Source: an optimization exercise on an open RTL-to-GDS flow (aim: a short achievable clock period and few clock cycles). Production flows keep margins and buffers that such runs may drop. In this exercise RTL edits were held to simulation tests only and were not proved equivalent to the original. Power and IR drop assume default switching activity.

== build 62 ==
==> flow/design.v <==
package decode_pkg;
  localparam int CW_W            = 12;
  localparam int CW_ALU_BSEL     = 0;
  localparam int CW_IMM_SEL      = 1;
  localparam int CW_ALU_MODSEL   = 2;
  localparam int CW_JMP          = 3;
  localparam int CW_BRH          = 4;
  localparam int CW_PC_SEL_LO    = 5;
  localparam int CW_PC_SEL_HI    = 6;
  localparam int CW_MEM_WE       = 7;
  localparam int CW_MEM_REQ      = 8;
  localparam int CW_REG_WE       = 9;
  localparam int CW_REG_INSEL_LO = 10;
  localparam int CW_REG_INSEL_HI = 11;
  typedef logic [CW_W-1:0] ctrl_word_t;
  localparam logic [1:0] INSEL_ALU       = 2'd0;
  localparam logic [1:0] INSEL_UPPER_IMM = 2'd1;
  localparam logic [1:0] INSEL_MEM       = 2'd2;
  localparam logic [1:0] INSEL_PC4       = 2'd3;
  localparam logic [2:0] OP_ALU_RR = 3'd0;
  localparam logic [2:0] OP_ALU_RI = 3'd1;
  localparam logic [2:0] OP_LUI    = 3'd2;
  localparam logic [2:0] OP_LOAD   = 3'd3;
  localparam logic [2:0] OP_STORE  = 3'd4;
  localparam logic [2:0] OP_BRANCH = 3'd5;
  localparam logic [2:0] OP_JAL    = 3'd6;
  localparam logic [2:0] OP_JALR   = 3'd7;
  function automatic ctrl_word_t decode_opcode(input logic [2:0] op);
    ctrl_word_t cw;
    cw = '0;
    case (op)
      OP_ALU_RR: begin
        cw[CW_REG_WE] = 1'b1;
        cw[CW_REG_INSEL_HI:CW_REG_INSEL_LO] = INSEL_ALU;
      end
      OP_ALU_RI: begin
        cw[CW_ALU_BSEL] = 1'b1;
        cw[CW_IMM_SEL]  = 1'b1;
        cw[CW_REG_WE]   = 1'b1;
        cw[CW_REG_INSEL_HI:CW_REG_INSEL_LO] = INSEL_ALU;
      end
      OP_LUI: begin
        cw[CW_IMM_SEL] = 1'b1;
        cw[CW_REG_WE]  = 1'b1;
        cw[CW_REG_INSEL_HI:CW_REG_INSEL_LO] = INSEL_UPPER_IMM;
      end
      OP_LOAD: begin
        cw[CW_ALU_BSEL] = 1'b1;
        cw[CW_IMM_SEL]  = 1'b1;
        cw[CW_MEM_REQ]  = 1'b1;
        cw[CW_REG_WE]   = 1'b1;
        cw[CW_REG_INSEL_HI:CW_REG_INSEL_LO] = INSEL_MEM;
      end
      OP_STORE: begin
        cw[CW_ALU_BSEL] = 1'b1;
        cw[CW_IMM_SEL]  = 1'b1;
        cw[CW_MEM_WE]   = 1'b1;
        cw[CW_MEM_REQ]  = 1'b1;
      end
      OP_BRANCH: begin
        cw[CW_ALU_MODSEL] = 1'b1;
        cw[CW_BRH]        = 1'b1;
        cw[CW_PC_SEL_HI:CW_PC_SEL_LO] = 2'd1;
      end
      OP_JAL: begin
        cw[CW_JMP]    = 1'b1;
        cw[CW_PC_SEL_HI:CW_PC_SEL_LO] = 2'd2;
        cw[CW_REG_WE] = 1'b1;
        cw[CW_REG_INSEL_HI:CW_REG_INSEL_LO] = INSEL_PC4;
      end
      OP_JALR: begin
        cw[CW_ALU_BSEL] = 1'b1;
        cw[CW_IMM_SEL]  = 1'b1;
        cw[CW_JMP]      = 1'b1;
        cw[CW_PC_SEL_HI:CW_PC_SEL_LO] = 2'd3;
        cw[CW_REG_WE]   = 1'b1;
        cw[CW_REG_INSEL_HI:CW_REG_INSEL_LO] = INSEL_PC4;
      end
      default: cw = '0;
    endcase
    decode_opcode = cw;
  endfunction
  function automatic logic is_load(input ctrl_word_t cw);
    is_load = cw[CW_REG_WE] &&
           (cw[CW_REG_INSEL_HI:CW_REG_INSEL_LO] == INSEL_MEM);
  endfunction
  function automatic logic addr_live(input logic [4:0] a, input int nregs);
    addr_live = (a != 5'd0) && ({27'd0, a} < nregs);
  endfunction
endpackage
module reg_scoreboard
(
  input  logic        clk,
  input  logic        rst,
  input  logic        clk_en,
  input  logic        set_en,
  input  logic [31:0] set_mask,
  input  logic        clr_en,
  input  logic [4:0]  clr_addr,
  output logic [31:0] busy
);
  logic [31:0] busy_nxt;
  always_comb begin
    busy_nxt = busy;
    if (clr_en) begin
      busy_nxt[clr_addr] = 1'b0;
    end
    if (set_en) begin
      busy_nxt = busy_nxt | set_mask;
    end
    busy_nxt[0] = 1'b0;
  end
  always_ff @(posedge clk or posedge rst) begin
    if (rst) begin
      busy <= '0;
    end else if (clk_en) begin
      busy <= busy_nxt;
    end
  end
endmodule
module decode_stage_pipe
#(
  parameter int XLEN  = 32,
  parameter int IP_W  = 30,
  parameter int NREGS = 32
) (
  input  logic                clk,
  input  logic                rst,
  input  logic                clk_en,
  input  logic                in_valid,
  output logic                in_ready,
  input  logic [31:0]         inst_in,
  input  logic [IP_W-1:0]     ip_in,
  input  logic                invalid,
  input  logic                flush,
  input  logic                reg_we,
  input  logic [4:0]          rd_addr,
  input  logic [XLEN-1:0]     reg_din,
  output logic                out_valid,
  input  logic                out_ready,
  output logic [11:0]         control_word,
  output logic [31:0]         inst_out,
  output logic [IP_W-1:0]     ip_out,
  output logic [XLEN-1:0]     rs1_out,
  output logic [XLEN-1:0]     rs2_out
);
  logic [2:0] op;
  logic [4:0] rs1;
  logic [4:0] rs2;
  logic [4:0] rd;
  assign op  = inst_in[28:26];
  assign rs1 = inst_in[25:21];
  assign rs2 = inst_in[11:7];
  assign rd  = inst_in[20:16];
  logic            out_valid_q;
  decode_pkg::ctrl_word_t cw_q;
  logic [31:0]     inst_q;
  logic [IP_W-1:0] ip_q;
  logic [XLEN-1:0] rs1_q;
  logic [XLEN-1:0] rs2_q;
  decode_pkg::ctrl_word_t dec_cw;
  assign dec_cw = invalid ? '0 : decode_pkg::decode_opcode(op);
  logic [XLEN-1:0] regs [1:31];
  logic            wb_live;
  assign wb_live = reg_we && decode_pkg::addr_live(rd_addr, NREGS);
  always_ff @(posedge clk or posedge rst) begin
    if (rst) begin
      for (int i = 1; i < 32; i++) begin
        regs[i] <= '0;
      end
    end else if (clk_en && wb_live) begin
      regs[rd_addr] <= reg_din;
    end
  end
  logic wb_hit_rs1;
  logic wb_hit_rs2;
  assign wb_hit_rs1 = reg_we && (rd_addr == rs1);
  assign wb_hit_rs2 = reg_we && (rd_addr == rs2);
  logic [XLEN-1:0] rs1_val;
  logic [XLEN-1:0] rs2_val;
  logic [XLEN-1:0] rf_rd [32];
  always_comb begin
    rf_rd[0] = '0;
    for (int i = 1; i < 32; i++) begin
      rf_rd[i] = regs[i];
    end
  end
  always_comb begin
    rs1_val = rf_rd[rs1];
    rs2_val = rf_rd[rs2];
    if (wb_hit_rs1 && rs1 != 5'd0) begin
      rs1_val = reg_din;
    end
    if (wb_hit_rs2 && rs2 != 5'd0) begin
      rs2_val = reg_din;
    end
  end
  logic [31:0] held_ld;
  logic [31:0] busy;
  logic [31:0] ld_mask;
  logic        hz_rs1;
  logic        hz_rs2;
  logic        hazard;
  always_comb begin
    ld_mask = '0;
    if (!invalid && op == decode_pkg::OP_LOAD) begin
      ld_mask[rd] = 1'b1;
    end
    ld_mask[0] = 1'b0;
  end
  assign hz_rs1 = held_ld[rs1] || (busy[rs1] && !wb_hit_rs1);
  assign hz_rs2 = held_ld[rs2] || (busy[rs2] && !wb_hit_rs2);
  assign hazard = !invalid && (hz_rs1 || hz_rs2);
  logic open_q;      
  logic xfer_in;
  logic xfer_out;
  assign open_q   = !out_valid_q || out_ready;
  assign in_ready = open_q && !hazard && !flush;
  assign xfer_in  = in_valid && in_ready && clk_en;
  assign xfer_out = out_valid_q && out_ready && !flush && clk_en;
  always_ff @(posedge clk or posedge rst) begin
    if (rst) begin
      out_valid_q <= 1'b0;
      held_ld     <= '0;
    end else if (clk_en) begin
      if (flush) begin
        out_valid_q <= 1'b0;
        held_ld     <= '0;
      end else if (in_valid && in_ready) begin
        out_valid_q <= 1'b1;
        held_ld     <= ld_mask;
      end else if (out_ready) begin
        out_valid_q <= 1'b0;
        held_ld     <= '0;
      end
    end
  end
  always_ff @(posedge clk) begin
    if (clk_en && open_q) begin
      cw_q   <= dec_cw;
      inst_q <= inst_in;
      ip_q   <= ip_in;
      rs1_q  <= rs1_val;
      rs2_q  <= rs2_val;
    end
  end
  assign out_valid    = out_valid_q;
  assign control_word = cw_q;
  assign inst_out     = inst_q;
  assign ip_out       = ip_q;
  assign rs1_out      = rs1_q;
  assign rs2_out      = rs2_q;
  reg_scoreboard u_scoreboard (
    .clk      (clk),
    .rst      (rst),
    .clk_en   (clk_en),
    .set_en   (xfer_out),
    .set_mask (held_ld),
    .clr_en   (reg_we),
    .clr_addr (rd_addr),
    .busy     (busy)
  );
endmodule
Settings: LEC_CHECK=0, ABC_CLOCK_PERIOD_IN_PS=2500, CAP_MARGIN=20, CORE_MARGIN=2, CORE_UTILIZATION=40, PLACE_DENSITY=0.6, SETUP_SLACK_MARGIN=2.5, SLEW_MARGIN=20; clock period 5.0 ns.
run.sh (not shown) runs the stock make flow with config.mk's settings and CLKGATE_MAP_FILE= SYNTH_SCRIPT=/design/flow/synth_recipe.tcl, a recipe that flattens the netlist after the stock synthesis.
Testbench counts of build 62, summed over its fixed seeds: cycles 10,083.
For build 47, these inputs were changed with respect to build 62:
Settings: changing SETUP_SLACK_MARGIN from 2.5 to 1.8.
[summary]
- Build 47 finished every step from synthesis to the final layout, and the layout passed the timing, design-rule and antenna checks.
- Compared with build 62, build 47 shows a final critical-path share of the clock period that is 0.44 points higher.
- Build 47 against build 62; final area is down by a little under 10%.
- Part of the power in the clock network | build 47 above build 62
- Build 47 vs build 62: detailed-route wire length per cell down by a few percent
- Build 47 vs build 62, cell type of the slowest stage on the worst timing path: sky130_fd_sc_hd__a311oi_4 vs sky130_fd_sc_hd__mux4_2
Input-level comparison between build 46 and build 47:
Settings: removing ABC_CLOCK_PERIOD_IN_PS (formerly 2500); removing SETUP_SLACK_MARGIN (formerly 1.8).
### Flow results
Build 46: area overhead of the layout relative to synthesis 2.1 points below build 47
The run showing the smaller detailed-router iteration count before antenna repair is build 46.
For the detailed-route via count, build 46 came in 401 lower than build 47 did.
Sequential fraction of design power essentially unchanged between build 47 and build 46.
Core util | build 46 vs build 47 | build 46 lower
Sort build 47 and build 46 by footprint of the multi-input gates, descending, and build 47 comes first.
Arrival time at the worst endpoint: build 46 > build 47
Modified inputs, build 86 compared to build 46
Settings: putting ABC_AREA at 1 where nothing was set; putting SETUP_SLACK_MARGIN at 2.5 where nothing was set.
Against build 46 as the reference, build 86 delivers a higher met1 layer wirelength in the final routing. The routed length on met3 of build 86 exceeds that of build 46 by 47%. Relative to build 46, first-pass GRT wire length increased by 14% in build 86. A class of the worst hold path of flip-flop to flip-flop is what build 46 shows, while input port to flip-flop belongs to build 86. Every stage of the flow completed for build 86, and the final layout passed the timing, design-rule and antenna checks. In build 86 the number of core rows turned out 1 higher than in build 46. In the flow results for build 86 and build 46, the number of nets in the finished design is smaller on build 46. Diff build 46 -> build 86 | switching power as a share of total power | increase of 2.0 points. In build 86 relative to build 46, cell area had gone up by more than 10%.

[afterwards: timing with drivers on the ports]
In the flow no input, the clock included, has a driving cell. The finished layouts below were timed again as built, in two steps.
Step 1 (the two cells are an assumption about what drives the block):
set clk [get_ports {clk}]
set_driving_cell -lib_cell sky130_fd_sc_hd__clkbuf_16 $clk
set_driving_cell -lib_cell sky130_fd_sc_hd__buf_2 [delete_from_list [all_inputs] $clk]
Step 2 times the ports against the registers' clock, not the clock port: input delays grow and output delays shrink by t, the midpoint of the rising clock arrivals with the driver on.
a / b / c = ideal ports / drivers / drivers and shift; a / b = the first two.
| run | t (ns) | slack for setup (ns) | worst hold slack (ns) | worst register clock-pin slew, ns | cell pins on the clock port's net |
|---|---|---|---|---|---|
| build 62 | 0.890 | 0.985 / 0.899 / 0.950 | 0.419 / 0.369 / 0.534 | 0.07 / 0.07 | 1 |
| build 47 | 0.872 | 0.963 / 0.943 / 0.917 | 0.536 / 0.490 / 0.536 | 0.07 / 0.07 | 1 |
| build 46 | 0.873 | 0.162 / 0.110 / 0.097 | 0.528 / 0.528 / 0.528 | 0.07 / 0.07 | 1 |
| build 86 | 0.876 | 1.535 / 1.485 / 1.318 | 0.434 / 0.408 / 0.470 | 0.07 / 0.07 | 1 |
After both steps setup and hold are still met in every run listed. The setup slack of build 86, which loses most, moves by -0.050 ns with the drivers and by -0.217 ns with both steps.
